This design comes from an exercise in tuning for small area and a short achievable clock period on the open sky130 flow, not from production work. In this exercise RTL edits were held to simulation tests only and were not proved equivalent to the original. No activity file was given, so power comes from the tool's default toggle rates.

===== flow/config.mk =====
export PLATFORM = sky130hd
export DESIGN_NAME = cpu_top
export DESIGN_NICKNAME = cpu_top
export VERILOG_FILES = /design/flow/design.v
export SDC_FILE = /design/flow/constraint.sdc
export NUM_CORES = 8
export LEC_CHECK = 0
export CAP_MARGIN = 20
export CORE_MARGIN = 2
export CORE_UTILIZATION = 40
export SETUP_SLACK_MARGIN = 1.0
export SLEW_MARGIN = 20

===== flow/constraint.sdc =====
create_clock -name core_clock -period 13.0 [get_ports {clk}]
set_input_delay 2.6000 -clock core_clock [delete_from_list [all_inputs] [get_ports {clk}]]
set_output_delay 2.6000 -clock core_clock [all_outputs]
set_load 0.01 [all_outputs]

===== flow/design.v =====
package rv_isa_pkg;
    localparam int xlen = 32;
    typedef logic [4:0] reg_addr_t;
    typedef enum logic [6:0] {
        op_reg   = 7'b0110011,
        op_imm   = 7'b0010011,
        op_lui   = 7'b0110111,
        op_load  = 7'b0000011,
        op_store = 7'b0100011
    } opcode_t;
    localparam logic [2:0] f3_add_sub = 3'b000;
    localparam logic [2:0] f3_sll     = 3'b001;
    localparam logic [2:0] f3_slt     = 3'b010;
    localparam logic [2:0] f3_xor     = 3'b100;
    localparam logic [2:0] f3_srl_sra = 3'b101;
    localparam logic [2:0] f3_or      = 3'b110;
    localparam logic [2:0] f3_and     = 3'b111;
    localparam logic [2:0] f3_word    = 3'b010;
    localparam logic [6:0] f7_base = 7'b0000000;
    localparam logic [6:0] f7_alt  = 7'b0100000;
    typedef struct packed {
        logic [6:0] funct7;
        reg_addr_t  rs2;
        reg_addr_t  rs1;
        logic [2:0] funct3;
        reg_addr_t  rd;
        logic [6:0] opcode;
    } r_fmt_t;
    typedef struct packed {
        logic [11:0] imm;
        reg_addr_t   rs1;
        logic [2:0]  funct3;
        reg_addr_t   rd;
        logic [6:0]  opcode;
    } i_fmt_t;
    typedef struct packed {
        logic [6:0] imm_hi;
        reg_addr_t  rs2;
        reg_addr_t  rs1;
        logic [2:0] funct3;
        logic [4:0] imm_lo;
        logic [6:0] opcode;
    } s_fmt_t;
    typedef struct packed {
        logic [19:0] imm;
        reg_addr_t   rd;
        logic [6:0]  opcode;
    } u_fmt_t;
    typedef union packed {
        r_fmt_t r_fmt;
        i_fmt_t i_fmt;
        s_fmt_t s_fmt;
        u_fmt_t u_fmt;
    } instr_t;
endpackage
package core_pkg;
    typedef enum logic [3:0] {
        alu_add,
        alu_sub,
        alu_and,
        alu_or,
        alu_xor,
        alu_sll,
        alu_srl,
        alu_sra,
        alu_slt,
        alu_pass_b
    } alu_op_t;
    typedef struct packed {
        alu_op_t                      alu_op;
        logic                         use_imm;
        logic                         reg_write;
        logic                         mem_read;
        logic                         mem_write;
        logic                         legal;
        logic [4:0]                   rd;
        logic [4:0]                   rs1;
        logic [4:0]                   rs2;
        logic [31:0]                  imm;
    } ctrl_t;
    typedef struct packed {
        logic                         valid;
        logic [31:0]                  pc;
        logic [31:0]                  instr;
        logic                         we;
        logic [4:0]                   rd;
        logic [31:0]                  value;
    } retire_t;
    typedef struct packed {
        logic        valid;
        logic [15:0] addr;
        logic [31:0] word;
    } prog_load_t;
endpackage
module fetch_unit #(
    parameter int imem_depth = 32
) (
    input  logic                         clk,
    input  logic                         reset,
    input  logic                         run,
    input  core_pkg::prog_load_t         prog,
    output logic                         prog_ready,
    output logic [rv_isa_pkg::xlen-1:0]  pc,
    output rv_isa_pkg::instr_t           instr
);
    localparam int idx_w = $clog2(imem_depth);
    logic [rv_isa_pkg::xlen-1:0] imem [imem_depth];
    logic            imem_we;
    assign prog_ready = !run;
    assign imem_we = prog.valid && prog_ready && (prog.addr < imem_depth);
    always_ff @(posedge clk) begin
        if (imem_we) begin
            imem[prog.addr[idx_w-1:0]] <= prog.word;
        end
    end
    always_ff @(posedge clk) begin
        if (reset) begin
            pc <= '0;
        end else if (run) begin
            if (pc[rv_isa_pkg::xlen-1:2] == imem_depth - 1) begin
                pc <= '0;
            end else begin
                pc <= pc + 4;
            end
        end
    end
    assign instr = imem[pc[idx_w+1:2]];
endmodule
module decoder (
    input  rv_isa_pkg::instr_t instr,
    output core_pkg::ctrl_t    ctrl
);
    logic [rv_isa_pkg::xlen-1:0] imm_i;
    logic [rv_isa_pkg::xlen-1:0] imm_s;
    logic [rv_isa_pkg::xlen-1:0] imm_u;
    logic            is_reg;
    logic            alt;
    logic            funct7_ok;
    logic            funct_ok;
    core_pkg::alu_op_t         funct_alu;
    assign imm_i = {{20{instr.i_fmt.imm[11]}}, instr.i_fmt.imm};
    assign imm_s = {{20{instr.s_fmt.imm_hi[6]}}, instr.s_fmt.imm_hi, instr.s_fmt.imm_lo};
    assign imm_u = {instr.u_fmt.imm, 12'b0};
    assign is_reg    = instr.r_fmt.opcode == rv_isa_pkg::op_reg;
    assign alt       = instr.r_fmt.funct7 == rv_isa_pkg::f7_alt;
    assign funct7_ok = (instr.r_fmt.funct7 == rv_isa_pkg::f7_base) || alt;
    always_comb begin
        funct_ok = 1'b1;
        case (instr.r_fmt.funct3)
            rv_isa_pkg::f3_add_sub: funct_alu = (alt && is_reg) ? core_pkg::alu_sub : core_pkg::alu_add;
            rv_isa_pkg::f3_sll:     funct_alu = core_pkg::alu_sll;
            rv_isa_pkg::f3_slt:     funct_alu = core_pkg::alu_slt;
            rv_isa_pkg::f3_xor:     funct_alu = core_pkg::alu_xor;
            rv_isa_pkg::f3_srl_sra: funct_alu = alt ? core_pkg::alu_sra : core_pkg::alu_srl;
            rv_isa_pkg::f3_or:      funct_alu = core_pkg::alu_or;
            rv_isa_pkg::f3_and:     funct_alu = core_pkg::alu_and;
            default: begin
                funct_alu = core_pkg::alu_add;
                funct_ok  = 1'b0;
            end
        endcase
    end
    always_comb begin
        ctrl        = '0;
        ctrl.alu_op = core_pkg::alu_add;
        ctrl.rd     = instr.r_fmt.rd;
        ctrl.rs1    = instr.r_fmt.rs1;
        ctrl.rs2    = instr.r_fmt.rs2;
        case (instr.r_fmt.opcode)
            rv_isa_pkg::op_reg: begin
                ctrl.alu_op    = funct_alu;
                ctrl.legal     = funct_ok && funct7_ok;
                ctrl.reg_write = funct_ok && funct7_ok;
            end
            rv_isa_pkg::op_imm: begin
                ctrl.alu_op    = funct_alu;
                ctrl.use_imm   = 1'b1;
                ctrl.imm       = imm_i;
                ctrl.legal     = funct_ok;
                ctrl.reg_write = funct_ok;
            end
            rv_isa_pkg::op_lui: begin
                ctrl.alu_op    = core_pkg::alu_pass_b;
                ctrl.use_imm   = 1'b1;
                ctrl.imm       = imm_u;
                ctrl.legal     = 1'b1;
                ctrl.reg_write = 1'b1;
            end
            rv_isa_pkg::op_load: begin
                ctrl.use_imm = 1'b1;
                ctrl.imm     = imm_i;
                if (instr.i_fmt.funct3 == rv_isa_pkg::f3_word) begin
                    ctrl.legal     = 1'b1;
                    ctrl.reg_write = 1'b1;
                    ctrl.mem_read  = 1'b1;
                end
            end
            rv_isa_pkg::op_store: begin
                ctrl.use_imm = 1'b1;
                ctrl.imm     = imm_s;
                if (instr.s_fmt.funct3 == rv_isa_pkg::f3_word) begin
                    ctrl.legal     = 1'b1;
                    ctrl.mem_write = 1'b1;
                end
            end
            default: begin
            end
        endcase
    end
endmodule
module register_file (
    input  logic                         clk,
    input  logic                         reset,
    input  rv_isa_pkg::reg_addr_t        rs1,
    input  rv_isa_pkg::reg_addr_t        rs2,
    input  rv_isa_pkg::reg_addr_t        rd,
    input  logic                         we,
    input  logic [rv_isa_pkg::xlen-1:0]  wdata,
    output logic [rv_isa_pkg::xlen-1:0]  rs1_data,
    output logic [rv_isa_pkg::xlen-1:0]  rs2_data
);
    logic [rv_isa_pkg::xlen-1:0] regs [1:31];
    always_ff @(posedge clk) begin
        if (reset) begin
            for (int i = 1; i < 32; i++) begin
                regs[i] <= '0;
            end
        end else if (we && rd != '0) begin
            regs[rd] <= wdata;
        end
    end
    assign rs1_data = (rs1 == '0) ? '0 : regs[rs1];
    assign rs2_data = (rs2 == '0) ? '0 : regs[rs2];
endmodule
module alu (
    input  core_pkg::ctrl_t              ctrl,
    input  logic [rv_isa_pkg::xlen-1:0]  rs1_data,
    input  logic [rv_isa_pkg::xlen-1:0]  rs2_data,
    output logic [rv_isa_pkg::xlen-1:0]  result
);
    logic [rv_isa_pkg::xlen-1:0] op_b;
    logic [4:0]      shamt;
    assign op_b  = ctrl.use_imm ? ctrl.imm : rs2_data;
    assign shamt = op_b[4:0];
    always_comb begin
        case (ctrl.alu_op)
            core_pkg::alu_add:    result = rs1_data + op_b;
            core_pkg::alu_sub:    result = rs1_data - op_b;
            core_pkg::alu_and:    result = rs1_data & op_b;
            core_pkg::alu_or:     result = rs1_data | op_b;
            core_pkg::alu_xor:    result = rs1_data ^ op_b;
            core_pkg::alu_sll:    result = rs1_data << shamt;
            core_pkg::alu_srl:    result = rs1_data >> shamt;
            core_pkg::alu_sra:    result = $signed(rs1_data) >>> shamt;
            core_pkg::alu_slt:    result = {{(rv_isa_pkg::xlen-1){1'b0}}, $signed(rs1_data) < $signed(op_b)};
            core_pkg::alu_pass_b: result = op_b;
            default:    result = '0;
        endcase
    end
endmodule
module load_store_unit #(
    parameter int dmem_depth = 32
) (
    input  logic                         clk,
    input  logic                         run,
    input  logic [rv_isa_pkg::xlen-1:0]  pc,
    input  rv_isa_pkg::instr_t           instr,
    input  core_pkg::ctrl_t              ctrl,
    input  logic [rv_isa_pkg::xlen-1:0]  alu_result,
    input  logic [rv_isa_pkg::xlen-1:0]  rs2_data,
    output logic [rv_isa_pkg::xlen-1:0]  wb_data,
    output logic                         reg_we,
    output core_pkg::retire_t            retire
);
    localparam int idx_w = $clog2(dmem_depth);
    logic [rv_isa_pkg::xlen-1:0]  dmem [dmem_depth];
    logic [idx_w-1:0] word_idx;
    logic [rv_isa_pkg::xlen-1:0]  load_data;
    assign word_idx = alu_result[idx_w+1:2];
    always_ff @(posedge clk) begin
        if (run && ctrl.mem_write) begin
            dmem[word_idx] <= rs2_data;
        end
    end
    assign load_data = dmem[word_idx];
    assign wb_data   = ctrl.mem_read ? load_data : alu_result;
    assign reg_we    = run && ctrl.reg_write;
    always_comb begin
        retire.valid = run && ctrl.legal;
        retire.pc    = pc;
        retire.instr = instr;
        retire.we    = reg_we && (ctrl.rd != '0);
        retire.rd    = ctrl.rd;
        retire.value = wb_data;
    end
endmodule
module cpu_top #(
    parameter int imem_depth = 32,
    parameter int dmem_depth = 32
) (
    input  logic                 clk,
    input  logic                 reset,
    input  logic                 run,
    input  logic                 prog_valid,
    input  logic [15:0]          prog_addr,
    input  logic [31:0]          prog_word,
    output logic                 prog_ready,
    output logic                 retire_valid,
    output logic [31:0]          retire_pc,
    output logic [31:0]          retire_instr,
    output logic                 retire_we,
    output logic [4:0]           retire_rd,
    output logic [31:0]          retire_value
);
    logic [rv_isa_pkg::xlen-1:0] pc;
    rv_isa_pkg::instr_t          instr;
    core_pkg::ctrl_t           ctrl;
    logic [rv_isa_pkg::xlen-1:0] rs1_data;
    logic [rv_isa_pkg::xlen-1:0] rs2_data;
    logic [rv_isa_pkg::xlen-1:0] alu_result;
    logic [rv_isa_pkg::xlen-1:0] wb_data;
    logic            reg_we;
    core_pkg::prog_load_t      prog;
    core_pkg::retire_t         retire;
    assign prog.valid   = prog_valid;
    assign prog.addr    = prog_addr;
    assign prog.word    = prog_word;
    assign retire_valid = retire.valid;
    assign retire_pc    = retire.pc;
    assign retire_instr = retire.instr;
    assign retire_we    = retire.we;
    assign retire_rd    = retire.rd;
    assign retire_value = retire.value;
    fetch_unit #(
        .imem_depth(imem_depth)
    ) u_fetch (
        .clk(clk),
        .reset(reset),
        .run(run),
        .prog(prog),
        .prog_ready(prog_ready),
        .pc(pc),
        .instr(instr)
    );
    decoder u_decoder (
        .instr(instr),
        .ctrl(ctrl)
    );
    register_file u_regs (
        .clk(clk),
        .reset(reset),
        .rs1(ctrl.rs1),
        .rs2(ctrl.rs2),
        .rd(ctrl.rd),
        .we(reg_we),
        .wdata(wb_data),
        .rs1_data(rs1_data),
        .rs2_data(rs2_data)
    );
    alu u_alu (
        .ctrl(ctrl),
        .rs1_data(rs1_data),
        .rs2_data(rs2_data),
        .result(alu_result)
    );
    load_store_unit #(
        .dmem_depth(dmem_depth)
    ) u_lsu (
        .clk(clk),
        .run(run),
        .pc(pc),
        .instr(instr),
        .ctrl(ctrl),
        .alu_result(alu_result),
        .rs2_data(rs2_data),
        .wb_data(wb_data),
        .reg_we(reg_we),
        .retire(retire)
    );
endmodule

===== flow/run.sh =====
#!/bin/bash
# synth_recipe.tcl (not shown) runs the flow's synth.tcl, then flattens the netlist and writes it again
# the make line also repeats each setting of config.mk as NAME=value (left out here)
make -C /OpenROAD-flow-scripts/flow DESIGN_CONFIG=/design/flow/config.mk WORK_HOME=/design/flow/orfs CLKGATE_MAP_FILE= SYNTH_SCRIPT=/design/flow/synth_recipe.tcl finish

==> reports/results.ini <==
[status]
run_status = timing/DRC/antenna clean

[clock_network]
htreeDepth = 5
clkTransAtPathRegs_ns = 0.06
clk_latency_ns = 1.02
clock_sinks = 3107
cts_buffer_depth = 4
cts_tree = built
cts_buffers = 336
root_buffer = clkbuf_16

[logic_synthesis]
syn_inst = 11930
ys_ff_latch = 3107
yosysTopAreaCell = edfxtp_1
synth_area_um2 = 149000
synth_cell_type_count = 124
synth_ff_type = edfxtp_1
yosys_warnings = 5
synth_top_area_share_pct = 61.91
synth_area_leaders = edfxtp_1 62%, mux4_2 4.0%, nand2_1 4.0%
synth_edf_count = 3072
yosysSeqAreaShare_pct = 62.38
async_reset_ff_share_pct = 0
avgSynthCellArea_um2 = 12.49

[layout]
drive_gt1_share_pct = 18.11
fillers = 32550
layout.nets = 12440
area_growth_pct = 17.11

[global_routing]
grt-ovfl-total = 0
grt_pass1_vias = 109900
grt_max_degree = 116
antenna_found_initial = 46
grt.total_usage_pct = 32.21
grt_pass1_wl_mm = 867.0

[floorplanning]
dieArea_um2 = 377400
ios = 156
die_x_um = 614.3
core_area_um2 = 371600
rows = 224
start_util_pct = 40.10
die_y_um = 614.3

[setup_path]
r2r-end = u_lsu.dmem[24][18]
crit_top_cell = buf_4
worstSetupPathType = flop to output pin
startpoint_type = flop
max_stage_delay_ns = 0.54
cp-endpoint = retire_value[12]
cp.arrival_ns = 9.50
crit_slowest_cell = or4_4
worst_setup_path_end_kind = output pin
cp.required_ns = 10.40
crit_fanout = 23
r2r_cells = 37
regToRegSetupSlack_ns = 3.71

[power]
combPwrFrac_pct = 40.8
p_int_mw = 21.60
powerDensity_nw_per_um2 = 202.7
p_seq_share_pct = 32.7
clkPwrFrac_pct = 26.5
static-leakage-power_nw = 60.35
switching_share_pct = 38.93
p_switching_mw = 13.77
ir_worst_vdd_mv = 0.1885
total_power_mw = 35.37

[timing]
finalClockSkew_ns = 0.1543
hold_violations = 0
layout_min_cycle_time_ns = 12.10
fmax_mhz = 82.66
worst_slack_ns = 0.9027
fin_setup_tns_ns = 0
rsz0062_at_grt = true
slew_viol_final = 0
worst_pin_slew_ns = 1.236
post-route-period-util_pct = 93.06
slew_headroom_pct = 16.98
setup_viol = 0

[place]
numPortBuffers = 153
gp_congestion = 0.9794
place_ws_ns = -0.2172
hpwlAfterDp_mm = 376.4

[routing]
dr.pass1.iters = 8
viasPerCell = 6.574
drt_iter0_drc = 19360
finalWirelength_mm = 632.3
num_vias = 115400
ant_nets = 0
drc = 0
drt-wirelength-per-cell_um = 36.02

[min_path]
hp-class = flop to flop

[run]
drv_cap = 0

## worst min path at each step
stage,from,end,cells past startpoint
global route,u_fetch.pc[19],u_fetch.pc[19],2
finish,u_fetch.pc[15],u_fetch.pc[15],2
CTS,u_fetch.pc[15],u_fetch.pc[15],2
detailed placement,u_fetch.pc[15],u_fetch.pc[15],2
global placement,u_fetch.pc[28],u_fetch.pc[28],2
floorplan,u_fetch.pc[15],u_fetch.pc[15],2
## routing by layer
metal,global-route usage [%],vias up,part of all wire [%]
met5,0,-,0.032
met4,20.19,30,7.5
met3,8.008,1861,12
met2,47.69,9037,43
met1,42.43,58040,37
li1,-,46420,-
## placed cells by master, fill, tap and decap left out, types with 58 or more instances in the layout
cell / n
nor4_1: 67
and3_1: 291
a21oi_1: 266
o211ai_1: 173
buf_4: 643
ha_1: 95
and2_1: 176
buf_12: 118
mux2i_1: 498
nor3_1: 310
a311oi_1: 58
clkbuf_16: 344
clkinv_1: 84
o21ai_0: 269
inv_1: 152
a22oi_1: 131
mux2_2: 109
a311o_1: 71
nand2_1: 1581
nor2_1: 716
nand3_1: 1048
clkdlybuf4s50_1: 116
a221oi_1: 65
clkbuf_1: 67
nor2_4: 77
mux4_2: 266
a211oi_1: 190
edfxtp_1: 3072
## cell families (layout without fill, tap and decap cells)
group	Yosys count	count (layout)	synth area share, %
muxes	888	888	8.301
xor gates and xnor gates	35	35	0.2057
buffers and inverters	1215	1804	3.892
DFF	3107	3107	62.38
other	1	65	0.002517
AOI/OAI and AO/OA	2023	2023	10.25
and+or+nand+nor	4556	4557	14.11
adders and majority gates	101	101	0.8582
## area by class of cell
class / instances / area [um^2] / area share, %
diodes: 31 / 77.57 / 0.04446
well taps: 4972 / 6221 / 3.565
clock buffers: 406 / 8735 / 5.006
clock inverters: 193 / 1779 / 1.020
inverters: 178 / 810.8 / 0.4646
flip-flops and latches: 3107 / 92960 / 53.27
repair buffers: 1019 / 10610 / 6.082
repair inverters: 8 / 132.6 / 0.07600
multi-input cells: 7638 / 53170 / 30.47
## cell usage after synthesis (23+ instances only)
library cell,number
a21oi_1,297
nor3_1,320
nand2b_1,51
nor2b_1,32
o211ai_1,173
a311oi_1,61
o21ai_0,280
a211o_1,37
buf_4,93
buf_2,272
a211oi_1,215
o22ai_1,36
nand4_1,53
mux2i_1,509
a32oi_1,26
a221oi_1,85
a2111oi_0,92
and2_1,184
buf_1,92
edfxtp_1,3072
nand2_1,1591
o2111ai_1,26
nor4_1,70
a21boi_0,46
nor2_1,798
nand3_1,1049
mux2_2,111
clkbuf_1,512
ha_1,99
mux4_2,267
a22oi_1,156
and3_1,294
inv_1,161
a311o_1,74
a31o_2,34
a221oi_2,23
buf_6,62
dfxtp_1,35
a221o_1,56
## power groups by stage
stage / Sequential, mW / Clock [mW] / Combinational [mW]
2_1_floorplan: 11.7 / 0 / 6.97
3_3_place_gp: 11.8 / 0 / 12.9
3_5_place_dp: 11.8 / 0 / 13.0
4_1_cts: 11.5 / 9.42 / 13.8
5_1_grt: 11.6 / 9.79 / 14.9
6_report: 11.5 / 9.38 / 14.4
## flip-flops by register name, indices dropped and copies added (netlist names), named ones only
signal        count
u_fetch.imem   1024
u_regs.regs    1024
u_lsu.dmem     1024
u_fetch.pc       30
## worst max-delay path: cells and delay by family, from the launching register on
family | cells | cell delay [ns]
buffers and inverters | 16 | 2.71
AND/OR/NAND/NOR | 10 | 2.00
flip-flops | 1 | 0.36
adder cells (fa/ha/maj) | 1 | 0.30
AO/OA/AOI/OAI | 13 | 3.02
## per-stage QoR
step	area [um^2]	utilization [%]	cells	hold slack (ns)
6_report	174500	46.95	17550	0.5319
2_1_floorplan	149100	-	11960	0.5180
3_3_place_gp	159200	42.84	16730	0.5143
3_5_place_dp	159300	42.86	16730	0.5266
4_1_cts	173000	46.55	17470	0.5375
5_1_grt	174500	46.94	17540	0.5621
## what timing repair did
| item | in CTS | in global routing |
|---|---|---|
| hold buffers | 0 | 0 |
| setup buffers | 112 | 48 |
| cloned | 25 | 6 |
| pin swaps | 63 | 94 |
| resized for setup | 365 | 199 |
| setup endpoints to repair | 32 | 32 |

## re-timing with driven ports
No port has a modelled driver above. Below, the same layout with a new extraction and two added sets of constraints.
Step 1 assumes that a clkbuf_16 drives the clock port and a buf_2 every other input.
Step 2, shift: input delay + t, output delay - t, t = (earliest + latest rising clock arrival at the registers) / 2. This alone moves slack from input paths to output paths.
Slacks: ideal / step 1 / step 2; pairs: ideal / step 1.
t (ns): 1.073
slack for setup (ns): 0.903 / 0.777 / 1.849
worst setup path at the end: register to output
latest minus earliest clock arrival (ns): 0.155 / 0.155
slew at the worst register clock pin (ns): 0.07 / 0.07
After both steps this run still meets setup and hold. For this run, drivers alone change the setup slack by -0.126 ns; drivers and shift together by +0.946 ns.
